From an optimization exercise on the open Yosys and OpenROAD flow, aimed at small area, a short achievable clock period and few clock cycles; shortcuts taken in it are not production practice.
Function was not checked in any run shown here: the RTL went through the layout flow alone.
Power and IR drop assume default switching activity.

**config.mk**
```make
export PLATFORM = sky130hd
export DESIGN_NAME = ahb_master
export DESIGN_NICKNAME = ahb_master
export VERILOG_FILES = /design/flow/design.v
export SDC_FILE = /design/flow/constraint.sdc
export NUM_CORES = 4
export LEC_CHECK = 0
export ABC_AREA = 1
export CAP_MARGIN = 20
export CORE_MARGIN = 2
export CORE_UTILIZATION = 40
export SETUP_SLACK_MARGIN = 1.9
export SLEW_MARGIN = 20
export SYNTH_HIERARCHICAL = 1
export SYNTH_MINIMUM_KEEP_SIZE = 0
```
**constraint.sdc**
```tcl
create_clock -name core_clock -period 4.5 [get_ports {i_clk}]
set_input_delay 0.9000 -clock core_clock [delete_from_list [all_inputs] [get_ports {i_clk}]]
set_output_delay 0.9000 -clock core_clock [all_outputs]
set_load 0.01 [all_outputs]
```
**design.v**
```verilog
package ahb_pkg;
    typedef logic [1:0] trans_t;
    localparam trans_t HTRANS_IDLE   = 2'b00;
    localparam trans_t HTRANS_BUSY   = 2'b01;    
    localparam trans_t HTRANS_NONSEQ = 2'b10;    
    localparam trans_t HTRANS_SEQ    = 2'b11;
    typedef logic [2:0] burst_t;
    localparam burst_t HBURST_SINGLE = 3'b000;
    localparam burst_t HBURST_INCR   = 3'b001;   
    localparam burst_t HBURST_INCR4  = 3'b011;
    localparam burst_t HBURST_INCR8  = 3'b101;
    localparam burst_t HBURST_INCR16 = 3'b111;
    localparam int WORD_STEP = 4;
endpackage
package master_pkg;
    localparam int ADDR_W = 32;
    localparam int DATA_W = 32;
    localparam int LEN_W = 4;    
    typedef logic [ADDR_W-1:0] addr_t;
    typedef logic [DATA_W-1:0] data_t;
    typedef logic [LEN_W-1:0]  len_t;
endpackage
`timescale 1ns/1ps
module beat_fifo
(
    input  logic   i_clk,
    input  logic   i_load,
    input  master_pkg::data_t  i_data,
    output master_pkg::data_t  o_data
);
    master_pkg::data_t word_q;
    assign o_data = word_q;
    always_ff @(posedge i_clk) begin
        if (i_load) begin
            word_q <= i_data;
        end
    end
endmodule
`timescale 1ns/1ps
module ahb_handshake
(
    input  logic   i_wdata_valid,
    input  logic   i_rdata_ready,
    input  logic   i_hready,
    input  logic   i_t0,
    input  logic   i_tw,
    input  logic   i_twh,
    input  logic   i_tr,
    input  logic   i_trh,
    input  logic   i_idle,
    input  logic   i_last,
    input  logic   i_wr_free,
    input  logic   i_dp_wr,
    input  logic   i_rd_held,
    input  logic   i_dp_rd,
    output logic   o_active,
    output logic   o_req_ready,
    output logic   o_wdata_ready,
    output logic   o_rdata_valid
);
    assign o_active      = i_t0 | (i_wdata_valid & i_tw) | (i_rdata_ready & i_tr)
                                | (i_hready & i_wdata_valid & i_twh) | (i_hready & i_rdata_ready & i_trh);
    assign o_req_ready   = i_idle | (i_hready & i_last & (i_t0 | (i_wdata_valid & (i_tw | i_twh))
                                                       | (i_rdata_ready & (i_tr | i_trh))));
    assign o_wdata_ready = i_wr_free | (i_hready & i_dp_wr);
    assign o_rdata_valid = i_rd_held | (i_hready & i_dp_rd);
endmodule
module ahb_txn_ctrl
(
    input  logic   i_clk,
    input  logic   i_reset_n,
    input  logic   i_req_valid,
    input  logic   i_req_read,
    input  master_pkg::addr_t  i_req_addr,
    input  master_pkg::len_t   i_req_len,
    output logic   o_req_ready,
    input  logic   i_wdata_valid,
    output logic   o_wdata_ready,
    output logic   o_wr_load,
    output logic   o_rdata_valid,
    input  logic   i_rdata_ready,
    output logic   o_rd_held,             
    input  logic   i_hready,
    output logic   o_hsel,
    output master_pkg::addr_t  o_haddr,
    output ahb_pkg::trans_t o_htrans,
    output ahb_pkg::burst_t o_hburst,
    output logic   o_hwrite
);
    logic          ld_q, st_q;
    logic          wr_held_q, rd_held_q, dp_wr_q, dp_rd_q;
    logic          hwrite_q;
    logic [2:0]    hburst_q;
    logic [3:0]    rem_q;
    logic [29:0]   haddr_q;
    logic          t0_q, tw_q, twh_q, tr_q, trh_q;
    logic          ld_d, shown_d, last, wr_held_d, rd_held_d, dp_wr_d, dp_rd_d, hwrite_d;
    logic          active, samp, done, take;
    logic          wr_push, wr_pop, rd_in;
    logic          cw, cr, c0;
    ahb_handshake u_hs (
        .i_wdata_valid(i_wdata_valid), .i_rdata_ready(i_rdata_ready), .i_hready(i_hready),
        .i_t0(t0_q), .i_tw(tw_q), .i_twh(twh_q), .i_tr(tr_q), .i_trh(trh_q),
        .i_idle(!ld_q), .i_last(last),
        .i_wr_free(!wr_held_q), .i_dp_wr(dp_wr_q), .i_rd_held(rd_held_q), .i_dp_rd(dp_rd_q),
        .o_active(o_htrans[1]), .o_req_ready(o_req_ready),
        .o_wdata_ready(o_wdata_ready), .o_rdata_valid(o_rdata_valid)
    );
    assign active  = t0_q | (i_wdata_valid & (tw_q | (twh_q & i_hready)))
                          | (i_rdata_ready & (tr_q | (trh_q & i_hready)));
    assign samp    = i_hready & active;
    assign last    = (rem_q == 4'd0);
    assign done    = samp & last;
    assign take    = i_req_valid & (!ld_q | done);
    assign wr_pop    = i_hready & dp_wr_q;
    assign wr_push   = i_wdata_valid & (!wr_held_q | wr_pop);
    assign o_wr_load = wr_push;
    assign rd_in     = i_hready & dp_rd_q;
    assign o_rd_held = rd_held_q;
    assign ld_d      = take | (ld_q & !done);
    assign shown_d   = active & !i_hready;
    assign hwrite_d  = take ? !i_req_read : hwrite_q;
    assign wr_held_d = wr_push | (wr_held_q & !wr_pop);
    assign rd_held_d = (rd_in | rd_held_q) & !i_rdata_ready;
    assign dp_wr_d   = i_hready ? (samp & hwrite_q) : dp_wr_q;
    assign dp_rd_d   = i_hready ? (samp & !hwrite_q) : dp_rd_q;
    assign cw = ld_d & !shown_d & hwrite_d;
    assign cr = ld_d & !shown_d & !hwrite_d;
    assign c0 = ld_d & (shown_d | (hwrite_d & wr_held_d & !dp_wr_d)
                                | (!hwrite_d & !rd_held_d & !dp_rd_d));
    always_ff @(posedge i_clk or negedge i_reset_n) begin
        if (!i_reset_n) begin
            ld_q      <= 1'b0;
            st_q      <= 1'b0;
            wr_held_q <= 1'b0;
            rd_held_q <= 1'b0;
            dp_wr_q   <= 1'b0;
            dp_rd_q   <= 1'b0;
            t0_q      <= 1'b0;
            tw_q      <= 1'b0;
            twh_q     <= 1'b0;
            tr_q      <= 1'b0;
            trh_q     <= 1'b0;
        end else begin
            ld_q      <= ld_d;
            st_q      <= !take & !done & (samp | st_q);
            wr_held_q <= wr_held_d;
            rd_held_q <= rd_held_d;
            dp_wr_q   <= dp_wr_d;
            dp_rd_q   <= dp_rd_d;
            t0_q      <= c0;
            tw_q      <= cw & !wr_held_d;
            twh_q     <= cw & dp_wr_d;
            tr_q      <= cr & rd_held_d;
            trh_q     <= cr & dp_rd_d;
        end
    end
    always_ff @(posedge i_clk) begin
        if (take) begin
            haddr_q  <= i_req_addr[31:2];
            rem_q    <= i_req_len;
            hwrite_q <= !i_req_read;
            case (i_req_len)
                4'd0:    hburst_q <= ahb_pkg::HBURST_SINGLE;
                4'd3:    hburst_q <= ahb_pkg::HBURST_INCR4;
                4'd7:    hburst_q <= ahb_pkg::HBURST_INCR8;
                4'd15:   hburst_q <= ahb_pkg::HBURST_INCR16;
                default: hburst_q <= ahb_pkg::HBURST_INCR;
            endcase
        end else if (samp) begin
            haddr_q[7:0] <= haddr_q[7:0] + 8'd1;    
            rem_q        <= rem_q - 4'd1;
        end
    end
    assign o_htrans[0] = st_q;
    assign o_hsel      = ld_q;
    assign o_haddr     = {haddr_q, 2'b00};
    assign o_hburst    = hburst_q;
    assign o_hwrite    = hwrite_q;
endmodule
`timescale 1ns/1ps
module ahb_master
(
    input  logic   i_clk,
    input  logic   i_reset_n,
    input  logic   i_req_valid,
    input  logic   i_req_read,
    input  master_pkg::addr_t  i_req_addr,
    input  master_pkg::len_t   i_req_len,
    output logic   o_req_ready,
    input  logic   i_wdata_valid,
    input  master_pkg::data_t  i_wdata,
    output logic   o_wdata_ready,
    output logic   o_rdata_valid,
    output master_pkg::data_t  o_rdata,
    input  logic   i_rdata_ready,
    output logic   o_hsel,
    output master_pkg::addr_t  o_haddr,
    output ahb_pkg::trans_t o_htrans,
    output ahb_pkg::burst_t o_hburst,
    output logic   o_hwrite,
    output master_pkg::data_t  o_hwdata,
    input  master_pkg::data_t  i_hrdata,
    input  logic   i_hready
);
    logic wr_load, rd_held;
    master_pkg::data_t rd_word_q;
    beat_fifo u_wr_buf (
        .i_clk(i_clk), .i_load(wr_load), .i_data(i_wdata), .o_data(o_hwdata)
    );
    assign o_rdata = rd_held ? rd_word_q : i_hrdata;
    always_ff @(posedge i_clk) begin
        rd_word_q <= o_rdata;
    end
    ahb_txn_ctrl u_ctrl (
        .i_clk(i_clk), .i_reset_n(i_reset_n),
        .i_req_valid(i_req_valid), .i_req_read(i_req_read),
        .i_req_addr(i_req_addr), .i_req_len(i_req_len), .o_req_ready(o_req_ready),
        .i_wdata_valid(i_wdata_valid), .o_wdata_ready(o_wdata_ready), .o_wr_load(wr_load),
        .o_rdata_valid(o_rdata_valid), .i_rdata_ready(i_rdata_ready), .o_rd_held(rd_held),
        .i_hready(i_hready),
        .o_hsel(o_hsel), .o_haddr(o_haddr), .o_htrans(o_htrans),
        .o_hburst(o_hburst), .o_hwrite(o_hwrite)
    );
endmodule
```
**flow/run.sh**
```bash
#!/bin/bash
# Standard layout; ports buffered with the smallest buffer, sizing free to change footprints
bash standard.sh BUFFER_PORTS_ARGS="-buffer_cell sky130_fd_sc_hd__buf_1" MATCH_CELL_FOOTPRINT=0 finish > standard.log 2>&1
```
**standard.sh**
```bash
#!/bin/bash
# synth_recipe.tcl (not shown) runs the flow's synth.tcl, then flattens the netlist and writes it again
# the make line also repeats each setting of config.mk as NAME=value (left out here)
make -C /OpenROAD-flow-scripts/flow DESIGN_CONFIG=/design/flow/config.mk WORK_HOME=/design/flow/orfs CLKGATE_MAP_FILE= SYNTH_SCRIPT=/design/flow/synth_recipe.tcl "${@:-finish}"
```
==> flow_metrics.env, run 1 <==
export IMPL_status="complete, no violations"
export IMPL_cp_data_arrival_time_ps=1670
export IMPL_clock_skew_ps=5.89
export IMPL_row_count=37
export IMPL_fin_crit_sh_pct=57.1
export IMPL_pwr_share_clk_pct=38.4
export IMPL_antenna_found_initial=1
export IMPL_synthCells=359
export IMPL_wl_per_cell_um=13.2
export IMPL_grt_start_max_net_pins=48
export IMPL_reg2reg_from="u_ctrl.rem_q[0]$_DFFE_PP_"
export IMPL_setup_viol=0
export IMPL_ys_types=31
export IMPL_drt_wl_total_um=9640
export IMPL_portBuffers=208
export IMPL_drc_errors=0
export IMPL_cts_path_max_buffers=2
export IMPL_synth_top_cell_by_area="edfxtp_1"
export IMPL_syn_area_um2=4300
export IMPL_ctsRootBufferMaster="clkbuf_8"
export IMPL_ant_nets=0
export IMPL_overflow=0
export IMPL_ioPinCount=213
export IMPL_fin_crit_ps=2570
export IMPL_finalHoldViolations=0
export IMPL_dp_cells=691
export IMPL_worstSetupPathType="flop to output pin"
export IMPL_power_share_switching_pct=28.8
export IMPL_final_cells=731
export IMPL_max_freq_mhz=389
export IMPL_crit_fanout=2
export IMPL_die_area_um2=11600
export IMPL_die_h_um=108
export IMPL_worst_slew_pin_slew_ps=947
export IMPL_htreeDepth=4
export IMPL_drt_iter0_drc=122
export IMPL_hp_class="primary input to async pin"
export IMPL_grtUsageTotal_pct=16.4
export IMPL_grt_first_pass_wirelength_um=14400
export IMPL_ys_top_cells_by_area="edfxtp_1, dfxtp_1, nand2_1"
export IMPL_clk_latency_ps=510
export IMPL_tns_ps=0
export IMPL_cts_buffers_inserted=17
export IMPL_rsz0062_at_grt="true"
export IMPL_drive_above_1_share_pct=13.3
export IMPL_grt_busiest_layer="met2"
export IMPL_grtUsageMet2_pct=27.7
export IMPL_pre_cts_ws_ps=1570
export IMPL_cap_violations=0
export IMPL_detailed_place_hpwl_um=6900
export IMPL_finalWeightedCongestion=0.768
export IMPL_p_comb_share_pct=20.7
export IMPL_dr_pass1_iters=4
export IMPL_synth_seq_area_share_pct=70.0
export IMPL_relSlewSlack_pct=36.7
export IMPL_vias=3227
export IMPL_synth_avg_cell_area_um2=12.0
export IMPL_diodes=0
export IMPL_use_met1_pct=18.5
export IMPL_yosysTopAreaCellShare_pct=48.2
export IMPL_core_area_um2=10400
export IMPL_fillerInstances=938
export IMPL_cts_hold_buf=0
export IMPL_die_x_um=108
export IMPL_tritoncts="done"
export IMPL_grt_pass1_vias=3052
export IMPL_setup_ws_ps=1930
export IMPL_initial_utilization_pct=41.4
export IMPL_powerDensity_nw_per_um2=606
export IMPL_crit_start="u_ctrl.rem_q[0]$_DFFE_PP_"
export IMPL_p_switching_w=0.00101
export IMPL_seqPwrFrac_pct=40.9
export IMPL_clk_pin_slew_ps=50
export IMPL_ys_ff_latch=113
export IMPL_cp_start_kind="flop"
export IMPL_grtUsageMet3_pct=6.05
export IMPL_p_leak_nw=2.31
export IMPL_vdd_ir_drop_max_v=0.000249
export IMPL_p_int_w=0.00251
export IMPL_fin_nets=692
export IMPL_required_ps=3600
export IMPL_viasPerCell=4.41
export IMPL_numClockSinks=113
export IMPL_yosys_warnings=9
export IMPL_crit_path_end_kind="output pin"
export IMPL_drv_slew=0
export IMPL_layout_common_cells="buf_1, nand2_1, edfxtp_1"
export IMPL_ff2ff_setup_slack_ps=2340
export IMPL_mostFrequentLayoutCell="buf_1"
export IMPL_syn_to_final_growth_pct=35.2
==> cell type report <==
| class | instances | area [um^2] | share of cell area, % |
|---|---|---|---|
| Inverter | 27 | 116 | 2.00 |
| Clock buffer | 18 | 418 | 7.20 |
| Timing Repair Buffer | 216 | 860 | 14.8 |
| Multi-Input combinational cell | 207 | 1040 | 17.9 |
| Clock inverter | 14 | 190 | 3.27 |
| Sequential cell | 113 | 3010 | 51.9 |
| Tap cell | 136 | 170 | 2.93 |
==> timing repair <==
action,4_1_cts,5_1_grt
endpoints found under the setup margin,36,32
setup buffers,5,3
pin swaps,1,0
resized for setup,11,1
==> power by group through the flow <==
stage | Sequential [W] | Clock (W) | Combinational [W]
2_1_floorplan | 0.00147 | 0 | 0.000468
3_3_place_gp | 0.00147 | 0 | 0.000663
3_5_place_dp | 0.00147 | 0 | 0.000674
4_1_cts | 0.00145 | 0.00139 | 0.000719
5_1_grt | 0.00146 | 0.00143 | 0.000820
6_report | 0.00144 | 0.00135 | 0.000729
==> worst max-delay path: stages (launching register included) <==
cell and delay, ps:
edfxtp_1 420, inv_2 100, ha_4 120, nor3b_4 180
nand2_1 80, inv_2 50, nand2_1 50, nand2_1 50
buf_2 120
==> per-stage QoR <==
| stage | hold WS (ps) | util, % | power [W] | area, um^2 |
|---|---|---|---|---|
| 6_report | 391 | 56.0 | 0.00352 | 5810 |
| 5_1_grt | 426 | 56.0 | 0.00371 | 5810 |
| 4_1_cts | 388 | 55.7 | 0.00355 | 5770 |
| 3_5_place_dp | 434 | 49.1 | 0.00214 | 5090 |
| 3_3_place_gp | 430 | 49.1 | 0.00213 | 5090 |
| 2_1_floorplan | 479 | - | 0.00194 | 4300 |
==> Yosys cell counts, drive strengths merged <==
library cell and number:
a21boi 1, a21o 2, a21oi 4, buf 10, clkbuf 3, clkinv 1
conb 1, dfrtp 11, dfxtp 33, edfxtp 69, ha 3, inv 26
nand2 139, nand3 14, nor2 16, nor3 1, nor3b 1, o21ai 15
o21bai 1, xnor2 3, xor2 5
==> metal layers <==
metal	share of wire, %	wire, um
met1	39	3780
met2	51	4930
met3	7.5	722
met4	2.1	198
met5	0.11	11
==> Yosys stat by module (local to each module, per instance) <==
module	times used	cell area [um^2]	cells
ahb_txn_ctrl	1	2120	175
ahb_handshake	1	82.6	16
beat_fifo	1	961	32
ahb_master	1	1130	136
==> final timing paths <==
check,endpoint,cells past startpoint
setup reg to reg,u_ctrl.haddr_q[20]$_DFFE_PP_,9
min in group core_clock,rd_word_q[8]$_DFF_P_,2
setup / recovery,o_req_ready,8
hold / removal,u_ctrl.t0_q$_DFF_PN0_,1
hold reg to reg,rd_word_q[8]$_DFF_P_,2
max in group asynchronous,u_ctrl.rd_held_q$_DFF_PN0_,1
==> kinds of logic after synthesis <==
logic type,synth area share [%]
fa+ha+maj,0.874
buf+inv,6.41
simple gates,16.9
compound gates,4.05
other cells,0.0873
xor+xnor,1.63
flops,70.0
==> registers in the layout, indices dropped and copies added (netlist names) <==
name              count
u_ctrl.twh_q          1
u_ctrl.rem_q          4
u_ctrl.trh_q          1
u_ctrl.dp_rd_q        1
u_ctrl.ld_q           1
u_ctrl.hburst_q       3
u_ctrl.wr_held_q      1
u_ctrl.hwrite_q       1
u_ctrl.t0_q           1
u_ctrl.tw_q           1
u_ctrl.haddr_q       30
u_ctrl.rd_held_q      1
u_ctrl.dp_wr_q        1
u_ctrl.st_q           1
rd_word_q            32
u_wr_buf.word_q      32
u_ctrl.tr_q           1
==> run 2, diff against run 1 <==
--- a/config.mk
+++ b/config.mk
@@ -13,3 +13 @@
 export SLEW_MARGIN = 20
-export SYNTH_HIERARCHICAL = 1
-export SYNTH_MINIMUM_KEEP_SIZE = 0
==> run 2 against run 1 <==
Compared with the run above:
- first-iteration DRC count grew 18%
- cell count decreased by 1.5%
- total power down 3.8%
- clock power shrank about 10%
- count of clock-buffer cells in the layout grew 2
- synthesized cell count down 4.7%
- largest cell class unchanged
==> flow_metrics.env, run 2 <==
export IMPL_status="complete, no violations"
export IMPL_rsz0062_at_grt="false"
export IMPL_seqPwrFrac_pct=42.0
export IMPL_antenna_found_initial=0
export IMPL_drv_slew=0
export IMPL_initial_utilization_pct=40.7
export IMPL_fin_crit_sh_pct=56.5
export IMPL_drc_errors=0
export IMPL_powerDensity_nw_per_um2=586
export IMPL_power_share_switching_pct=28.9
export IMPL_path_delay_family="simple AND/OR/NAND/NOR gates"
export IMPL_dr_pass1_iters=4
export IMPL_die_h_um=106
export IMPL_synth_avg_cell_area_um2=12.2
export IMPL_ys_types=32
export IMPL_cp_num_buf_inv=3
export IMPL_p_leak_nw=2.28
export IMPL_worst_slew_pin_slew_ps=632
export IMPL_wl_per_cell_um=12.9
export IMPL_viasPerCell=4.34
export IMPL_placed_cell_area_um2=5050
export IMPL_ioPinCount=213
export IMPL_mostFrequentLayoutCell="buf_1"
export IMPL_vdd_ir_drop_max_v=0.000293
export IMPL_p_comb_share_pct=22.5
export IMPL_drt_wl_total_um=9310
export IMPL_dp_cells=675
export IMPL_tritoncts="done"
export IMPL_whs_ps=401
export IMPL_cp_start_kind="primary input"
export IMPL_syn_area_um2=4170
export IMPL_fin_nets=681
export IMPL_relSlewSlack_pct=57.9
export IMPL_overflow=0
export IMPL_synth_seq_area_share_pct=72.2
export IMPL_drive_above_1_share_pct=15.8
export IMPL_total_power_w=0.00339
export IMPL_final_cells=720
export IMPL_grtUsageTotal_pct=16.7
export IMPL_grt_pass1_vias=2948
export IMPL_yosysTopAreaCellShare_pct=49.7
export IMPL_finalWeightedCongestion=0.776
export IMPL_crit_path_end_kind="output pin"
export IMPL_cpMaxStageDelayCell="buf_4"
export IMPL_grt_first_pass_wirelength_um=14400
export IMPL_required_ps=3600
export IMPL_die_area_um2=11300
export IMPL_clock_skew_ps=7.98
export IMPL_path_cells="buf_4 -> inv_4 -> nor2_4 -> nor2_4 -> nand2_4 -> nand2_4 -> nand2_8 -> buf_6"
export IMPL_synth_top_cell_by_area="edfxtp_1"
export IMPL_ctsRootBufferMaster="clkbuf_8"
export IMPL_core_area_um2=10200
export IMPL_finalHoldViolations=0
export IMPL_hp_class="primary input to async pin"
export IMPL_syn_to_final_growth_pct=38.6
export IMPL_htreeDepth=4
export IMPL_synth_edf_count=69
export IMPL_die_x_um=106
export IMPL_setup_viol=0
export IMPL_clk_latency_ps=500
export IMPL_diodes=0
export IMPL_fin_crit_ps=2540
export IMPL_p_int_w=0.00241
export IMPL_cts_path_max_buffers=2
export IMPL_critPathMaxStageDelay_ps=160
export IMPL_ys_flop_type="edfxtp_1"
export IMPL_synthArstFlopShare_pct=9.73
export IMPL_ys_top_cells_by_area="edfxtp_1, dfxtp_1, nand2_1"
export IMPL_synth_top_cells_by_count="nand2_1, edfxtp_1, dfxtp_1"
export IMPL_grt_start_max_net_pins=47
export IMPL_layout_common_cells="buf_1, nand2_1, edfxtp_1"
export IMPL_drt_iter0_drc=144
export IMPL_tns_ps=0
export IMPL_yosysMostFrequentCell="nand2_1"
export IMPL_numClockSinks=113
export IMPL_p_switching_w=0.000980
export IMPL_largestRegisters="rd_word_q (32), u_wr_buf.word_q (32), u_ctrl.haddr_q (30)"
export IMPL_ys_ff_latch=113
export IMPL_cap_violations=0
export IMPL_worstSetupPathType="primary input to output pin"
export IMPL_crit_fanout=9
export IMPL_row_count=37
export IMPL_clk_pin_slew_ps=50
export IMPL_pwr_share_clk_pct=35.6
export IMPL_finalInstanceArea_um2=5780
export IMPL_detailed_place_hpwl_um=6720
export IMPL_ant_nets=0
export IMPL_max_freq_mhz=393
export IMPL_cp_data_arrival_time_ps=1640
export IMPL_cts_buffers_inserted=17
export IMPL_yosys_warnings=3
export IMPL_vias=3124
export IMPL_portBuffers=208
export IMPL_synthCells=342
-- run 2: worst paths after layout --
path	startpoint	to	slack (ps)	depth (start not counted)
min	i_reset_n	u_ctrl.t0_q$_DFF_PN0_	400	1
min reg2reg	rd_word_q[30]$_DFF_P_	rd_word_q[30]$_DFF_P_	450	2
max in group asynchronous	i_reset_n	u_ctrl.rd_held_q$_DFF_PN0_	3650	1
max	i_hready	o_req_ready	1960	8
max reg2reg	u_ctrl.rem_q[1]$_DFFE_PP_	u_ctrl.rem_q[3]$_DFFE_PP_	2350	10
min in group core_clock	rd_word_q[30]$_DFF_P_	rd_word_q[30]$_DFF_P_	450	2
-- run 2: repair_timing --
action / 4_1_cts / 5_1_grt
setup buffers: 8 / 3
cloned: 1 / 1
endpoints found under the setup margin: 36 / 35
endpoints found under the hold margin: 0 / 0
gates resized for setup: 16 / 10
hold buffers: 0 / 0
pin swaps: 4 / 2
-- run 2: power by group through the flow --
stage,clock network (W),registers [W],logic [W]
after CTS,0.00124,0.00142,0.000743
after detailed placement,0,0.00144,0.000684
after global routing,0.00129,0.00144,0.000853
after global placement,0,0.00143,0.000672
after floorplan,0,0.00146,0.000431
final,0.00121,0.00142,0.000761
-- run 2: area by class of cell --
cell class              instances  area, um^2
inverters                      19        81.3
well taps                     136         170
clock buffers                  20         425
repair buffers                222         948
clock inverters                12         118
flip-flops and latches        113        3010
repair inverters                1        7.51
fillers                       925        4460
multi-input cells             197        1020
-- run 2: metrics by stage --
stage / util [%] / setup WS, ps
finish: 56.5 / 1960
global placement: 49.3 / 1630
CTS: 55.8 / 1900
floorplan: - / 2010
detailed placement: 49.3 / 1620
global route: 56.5 / 1890
-- run 2: cells by family (layout without fill, tap and decap cells) --
family / count (synthesis) / after routing / share of synthesized area [%]
DFF: 113 / 113 / 72.2
other: 1 / 2 / 0.0900
and+or+nand+nor: 167 / 167 / 18.0
xor gates and xnor gates: 8 / 8 / 1.68
adders and majority gates: 3 / 3 / 0.901
buffers and inverters: 33 / 274 / 4.11
AOI/OAI and AO/OA: 17 / 17 / 3.00
-- run 2: metal layers --
layer	up-vias	share of wire (%)	global-route usage (%)
li1	1571	-	-
met1	1436	41	19.5
met2	113	52	28.3
met3	4	6.7	5.27
met4	0	0.75	6.86
met5	-	0	0

-- re-timing with driven ports --
The flow's constraints put no driver on any port. The routed layouts listed below were extracted and timed again, unchanged, in two steps. Step 1 assumes that a clkbuf_16 drives the clock port and a buf_2 every other input. Step 2, shift: input delay + t, output delay - t, t = (earliest + latest rising clock arrival at the registers) / 2. This alone moves slack from input paths to output paths. Three values: no drivers, after step 1, after step 2; two values: the first two.
run | t (ns) | setup slack, ns | worst register clock-pin slew, ns | worst slew at a driven data input, ns
run 1 | 0.532 | 1.929 / 1.899 / 1.852 | 0.06 / 0.06 | 0.06
run 2 | 0.522 | 1.957 / 1.917 / 1.762 | 0.06 / 0.06 | 0.06
After both steps every run listed still meets setup and hold. For run 2, which loses most, drivers alone change the setup slack by -0.040 ns; drivers and shift together by -0.195 ns.
